What follows belongs to an exercise in optimizing a design on an open flow for small area, a short achievable clock period and few clock cycles; a production flow would make more cautious choices. At most, simulation tests tie the RTL to the original design; equivalence was not proved. No activity file was given, so power comes from the tool's default toggle rates.

rev 12:
==> module cobs_crc_frame_receiver_core, before the edit <==
module cobs_crc_frame_receiver_core (
  input  logic       clk,
  input  logic       rst,
  input  logic       s_axis_tvalid,
  output logic       s_axis_tready,
  input  logic [7:0] s_axis_tdata,   
  input  logic [0:0] s_axis_tuser,   
  output logic       m_axis_tvalid,
  input  logic       m_axis_tready,
  output logic [7:0] m_axis_tdata,   
  output logic [7:0] m_axis_tuser,   
  output logic       m_axis_tlast
);
  logic       rdy_q;
  logic       acc;
  logic       in_v;
  logic       in_r;
  logic [7:0] in_b;
  logic       in_z;
  logic       in_one;
  logic [7:0] in_b_n;
  logic       sk_v;
  logic       sk_r;
  logic [7:0] sk_b;
  logic       hold;
  logic       proc;
  logic       in_v_n;
  logic       sk_v_n;
  assign s_axis_tready = rdy_q;
  assign acc  = s_axis_tvalid && rdy_q;
  assign proc = in_v && !hold;
  always_comb begin
    in_v_n = in_v;
    sk_v_n = sk_v;
    if (proc || !in_v) begin
      in_v_n = sk_v || acc;
      sk_v_n = sk_v && acc;
    end else if (acc) begin
      sk_v_n = 1'b1;
    end
  end
  assign in_b_n = sk_v ? sk_b : s_axis_tdata;
  always_ff @(posedge clk) begin
    if (rst) begin
      in_v  <= 1'b0;
      sk_v  <= 1'b0;
      rdy_q <= 1'b1;
    end else begin
      in_v  <= in_v_n;
      sk_v  <= sk_v_n;
      rdy_q <= !(in_v_n && sk_v_n);
    end
    if (proc || !in_v) begin
      in_b   <= in_b_n;
      in_z   <= (in_b_n == 8'd0);
      in_one <= (in_b_n == 8'd1);
      in_r   <= sk_v ? sk_r : s_axis_tuser[0];
    end
    if (!sk_v || proc) begin
      sk_b <= s_axis_tdata;
      sk_r <= s_axis_tuser[0];
    end
  end
  logic       wr_ok;
  logic       wr_en;
  logic       wr_start;
  logic [7:0] wr_data;
  logic       commit;
  logic       drop;
  logic       doom;
  logic       push;
  logic [6:0] desc;
  logic       q_full;
  ccfr_ctrl u_ctrl (
    .clk       (clk),
    .rst       (rst),
    .in_v      (in_v),
    .wr_ok     (wr_ok),
    .q_full    (q_full),
    .hold      (hold),
    .in_r      (in_r),
    .in_b      (in_b),
    .in_z      (in_z),
    .in_one    (in_one),
    .wr_en     (wr_en),
    .wr_start  (wr_start),
    .wr_data   (wr_data),
    .commit    (commit),
    .drop      (drop),
    .doom      (doom),
    .push      (push),
    .desc      (desc)
  );
  localparam int N = 66;
  logic [6:0] ph;        
  logic [6:0] ph_n;      
  logic [6:0] head;      
  logic [6:0] fs;        
  logic       fw;        
  logic [7:0] rd_data;
  function automatic logic [6:0] inc(input logic [6:0] a);
    inc = (a == 7'(N - 1)) ? 7'd0 : a + 7'd1;
  endfunction
  assign ph_n = inc(ph);
  ccfr_ram #(.WIDTH(8), .DEPTH(N)) u_ram (
    .clk   (clk),
    .we    (wr_en),
    .wdata (wr_data),
    .rdata (rd_data)
  );
  logic [13:0] dq0, dq1;
  logic [1:0]  dcnt;
  logic        pop;
  always_ff @(posedge clk) begin
    if (rst) begin
      dcnt <= 2'd0;
    end else begin
      dcnt <= dcnt + {1'b0, push} - {1'b0, pop};
    end
    if (pop) begin
      dq0 <= (push && dcnt == 2'd1) ? {fs, desc} : dq1;
    end else if (push && dcnt == 2'd0) begin
      dq0 <= {fs, desc};
    end
    if (push && (dcnt == (pop ? 2'd2 : 2'd1))) dq1 <= {fs, desc};
  end
  assign q_full = dcnt[1];
  logic       adv;
  logic       oact;      
  logic [6:0] rs;        
  logic [5:0] orem;      
  logic       g0, g1;
  logic       start_frame;
  logic       emit;
  assign g0          = (dcnt != 2'd0) && (dq0[3:0] == 4'd0);
  assign g1          = dcnt[1] && (dq1[3:0] == 4'd0);
  assign adv         = !m_axis_tvalid || m_axis_tready;
  assign start_frame = adv && !oact && g0 && (dq0[13:7] == ph_n);
  assign emit        = adv && oact && (rs == ph_n);
  assign pop         = adv && !oact && (dcnt != 2'd0) && (!g0 || (dq0[13:7] == ph_n));
  always_ff @(posedge clk) begin
    if (rst) begin
      m_axis_tvalid <= 1'b0;
      oact          <= 1'b0;
    end else if (adv) begin
      m_axis_tvalid <= pop || emit;
      if (start_frame) oact <= 1'b1;
      else if (emit && orem == 6'd1) oact <= 1'b0;
    end
  end
  always_ff @(posedge clk) begin
    if (emit) begin
      m_axis_tdata <= rd_data;
      m_axis_tlast <= (orem == 6'd1);
      orem         <= orem - 6'd1;
      rs           <= inc(rs);
    end else if (start_frame) begin
      m_axis_tdata <= rd_data;
      m_axis_tuser <= {1'b1, dq0[6:4], 4'd0};
      m_axis_tlast <= 1'b0;
      orem         <= ccfr_pkg::kind_len_m1(dq0[6:4]);
      rs           <= inc(ph_n);
    end else if (pop) begin
      m_axis_tdata <= 8'd0;
      m_axis_tuser <= {1'b0, dq0[6:0]};
      m_axis_tlast <= 1'b1;
    end
  end
  logic live;
  logic full;
  logic sync_w;
  assign live   = oact || g0 || g1 || fw;
  assign full   = (oact && (rs == ph)) || (g0 && (dq0[13:7] == ph)) || (g1 && (dq1[13:7] == ph));
  assign sync_w = (ph == head) && !full;
  assign wr_ok  = sync_w || (wr_start && !live);
  always_ff @(posedge clk) begin
    if (rst) begin
      ph   <= '0;
      head <= '0;
      fw   <= 1'b0;
    end else begin
      ph <= ph_n;
      if (drop || commit || doom) fw <= 1'b0;
      else if (wr_en)     fw <= 1'b1;
      if (wr_en || ((!fw || drop || commit || doom) && (sync_w || !live))) head <= ph_n;
    end
    if (wr_en && wr_start) fs <= ph;
  end
endmodule
make LEC_CHECK=0 CAP_MARGIN=20 CORE_MARGIN=2 CORE_UTILIZATION=40 CTS_BUF_LIST=sky130_fd_sc_hd__clkbuf_8 CTS_CLUSTER_DIAMETER=50 CTS_CLUSTER_SIZE=15 SETUP_SLACK_MARGIN=5 SLEW_MARGIN=20 finish   # period 8.0 ns
run.sh (not shown) runs the stock make flow with config.mk's settings and CLKGATE_MAP_FILE= SYNTH_SCRIPT=/design/flow/synth_recipe.tcl, a recipe that flattens the netlist after the stock synthesis.
Testbench counts of rev 12, summed over its fixed seeds: cycles 15,433.
#### Input delta (rev 13 over rev 12)
-- flow/design.v --
<<< rev 12, line 443
      m_axis_tlast <= (orem == 6'd1);
      orem         <= orem - 6'd1;
      rs           <= inc(rs);
    end else if (start_frame) begin
      m_axis_tdata <= rd_data;
>>> rev 13, line 443
      m_axis_tlast <= (orem == 6'd1);
      orem         <= orem - 6'd1;
      rs           <= inc(ph_n);
    end else if (start_frame) begin
      m_axis_tdata <= rd_data;
## What came out
- Rev 13 completed every stage of the flow, and the final layout passed the timing, DRC and antenna checks.
- Rev 12: no failed stages, no open violations at the end
- Post-synthesis to final-layout area growth in rev 13 is 2.4 points above rev 12.
- Total length of routed wires: rev 13 < rev 12
- Combinational power share: rev 13 higher than rev 12
- Against rev 12, rev 13 reports a final-layout worst hold slack that is lower.
- Rev 13 vs. rev 12: flip-flop and latch share of the layout cell area went down by 0.95 points.
- Power: rev 13 worse than rev 12
The RTL of rev 13 was laid out without a check of its function.

* * *

Another version of the RTL of cobs_crc_frame_receiver_core (not shown whole).
For scale: about 1600 cells after synthesis, ~690 flip-flops, about 32 I/O pins.
==> flow/config.mk <==
export PLATFORM = sky130hd
export DESIGN_NAME = cobs_crc_frame_receiver_core
export DESIGN_NICKNAME = cobs_crc_frame_receiver_core
export VERILOG_FILES = /design/flow/design.v
export SDC_FILE = /design/flow/constraint.sdc
export NUM_CORES = 4
export LEC_CHECK = 0
export CAP_MARGIN = 20
export CORE_MARGIN = 2
export CORE_UTILIZATION = 40
export CTS_BUF_LIST = sky130_fd_sc_hd__clkbuf_8
export CTS_CLUSTER_DIAMETER = 55
export CTS_CLUSTER_SIZE = 18
export SETUP_SLACK_MARGIN = 5
export SLEW_MARGIN = 20
==> flow/constraint.sdc <==
create_clock -name core_clock -period 8.0 [get_ports {clk}]
set_input_delay 1.6000 -clock core_clock [delete_from_list [all_inputs] [get_ports {clk}]]
set_output_delay 1.6000 -clock core_clock [all_outputs]
set_load 0.01 [all_outputs]
Testbench counts at the start, summed over its fixed seeds: cycles 15,433.
Then changed:
--- a/flow/design.v
+++ b/flow/design.v
@@ -200,12 +200,13 @@
   input  logic       wr_ok,        
   input  logic       q_full,       
   output logic       hold,         
   input  logic       in_r,
   input  logic [7:0] in_b,
   input  logic       in_z,         
+  input  logic [4:0] in_cls,       
   output logic       wr_en,        
   output logic       wr_start,     
   output logic [7:0] wr_data,
   output logic       commit,       
   output logic       drop,         
   output logic       doom,         
@@ -220,24 +221,22 @@
   logic        lrem_nz;  
   logic        dst;      
   logic [2:0]  kind;
   logic [5:0]  lrem;     
   logic        over;     
   logic        cok;      
-  logic [4:0]  in_cls;   
   logic [4:0]  m12;      
   logic [5:0]  m34;
   logic [15:0] crc;
   logic v, wr_need, push_need;
   logic is_zero, ev_resync, ev_delim, ev_data, ev_ovf, ev_store, ev_close;
   logic is_code, d_emit, frame_rst, crc_feed;
   logic [7:0] d;
   logic [3:0] st;
   logic [2:0] st_kind;
   assign is_zero   = in_z;
-  assign in_cls    = ccfr_pkg::rsp_cls(in_b);
   assign wr_need   = !in_r && !is_zero && sync && !ecnt[7] &&
                      (!is_code || ecnt_nz) && (!dst || lrem_nz);
   assign push_need = !in_r && sync && (is_zero ? ecnt_nz : ecnt[7]);
   assign hold      = in_v && ((wr_need && !wr_ok) || (push_need && q_full));
   assign v         = in_v && !hold;
   assign ev_resync = v && in_r;
@@ -346,12 +345,13 @@
   logic       rdy_q;
   logic       acc;
   logic       in_v;
   logic       in_r;
   logic [7:0] in_b;
   logic       in_z;
+  logic [4:0] in_cls;
   logic [7:0] in_b_n;
   logic       sk_v;
   logic       sk_r;
   logic [7:0] sk_b;
   logic       hold;
   logic       proc;
@@ -381,12 +381,13 @@
       sk_v  <= sk_v_n;
       rdy_q <= !(in_v_n && sk_v_n);
     end
     if (proc || !in_v) begin
       in_b   <= in_b_n;
       in_z   <= (in_b_n == 8'd0);
+      in_cls <= ccfr_pkg::rsp_cls(in_b_n);
       in_r   <= sk_v ? sk_r : s_axis_tuser[0];
     end
     if (!sk_v || proc) begin
       sk_b <= s_axis_tdata;
       sk_r <= s_axis_tuser[0];
     end
@@ -408,12 +409,13 @@
     .wr_ok     (wr_ok),
     .q_full    (q_full),
     .hold      (hold),
     .in_r      (in_r),
     .in_b      (in_b),
     .in_z      (in_z),
+    .in_cls    (in_cls),
     .wr_en     (wr_en),
     .wr_start  (wr_start),
     .wr_data   (wr_data),
     .commit    (commit),
     .drop      (drop),
     .doom      (doom),
Clock skew falls by 0.024 ns.
Register-to-register slack improves by 0.04 ns.
Routed wire length rose by 1.1%.
Worst setup slack degrades by 0.049 ns.
Utilization hardly moves.
Final area stays flat.
Fmax shrinks by 1.6%.
Clock power stays flat.
First-iteration DRC count went up by 28%.
Final cell count barely changes.
Via count is higher by 2.0%.
Non-clock buffer count decreases by 28.
Only the layout flow was run in the second run of this note; the RTL was not checked for function there.

[what the ideal ports hide]
The results above use ideal ports. As a check the final layouts listed here were re-extracted and re-timed, cells and wires unchanged. Step 1 (the two cells are an assumption about what drives the block):
set clk [get_ports {clk}]
set_driving_cell -lib_cell sky130_fd_sc_hd__clkbuf_16 $clk
set_driving_cell -lib_cell sky130_fd_sc_hd__buf_2 [delete_from_list [all_inputs] $clk]
Step 2 times the ports against the registers' clock, not the clock port: input delays grow and output delays shrink by t, the midpoint of the rising clock arrivals with the driver on. a / b / c = ideal ports / drivers / drivers and shift; a / b = the first two.
run	shift t [ns]	slack for setup (ns)	worst setup path after step 2	slew at the worst register clock pin (ns)
rev 12	0.696	4.946 / 4.946 / 4.432	input to register	0.10 / 0.10
rev 13	0.738	4.773 / 4.773 / 4.271	input to register	0.10 / 0.10
the first run of note 2	0.696	4.997 / 4.942 / 4.416	input to register	0.11 / 0.11
the second run of note 2	0.691	4.947 / 4.971 / 4.281	input to register	0.12 / 0.12
After both steps setup and hold are still met in every run listed. For the second run of note 2, which loses most, drivers alone change the setup slack by +0.024 ns; drivers and shift together by -0.666 ns.
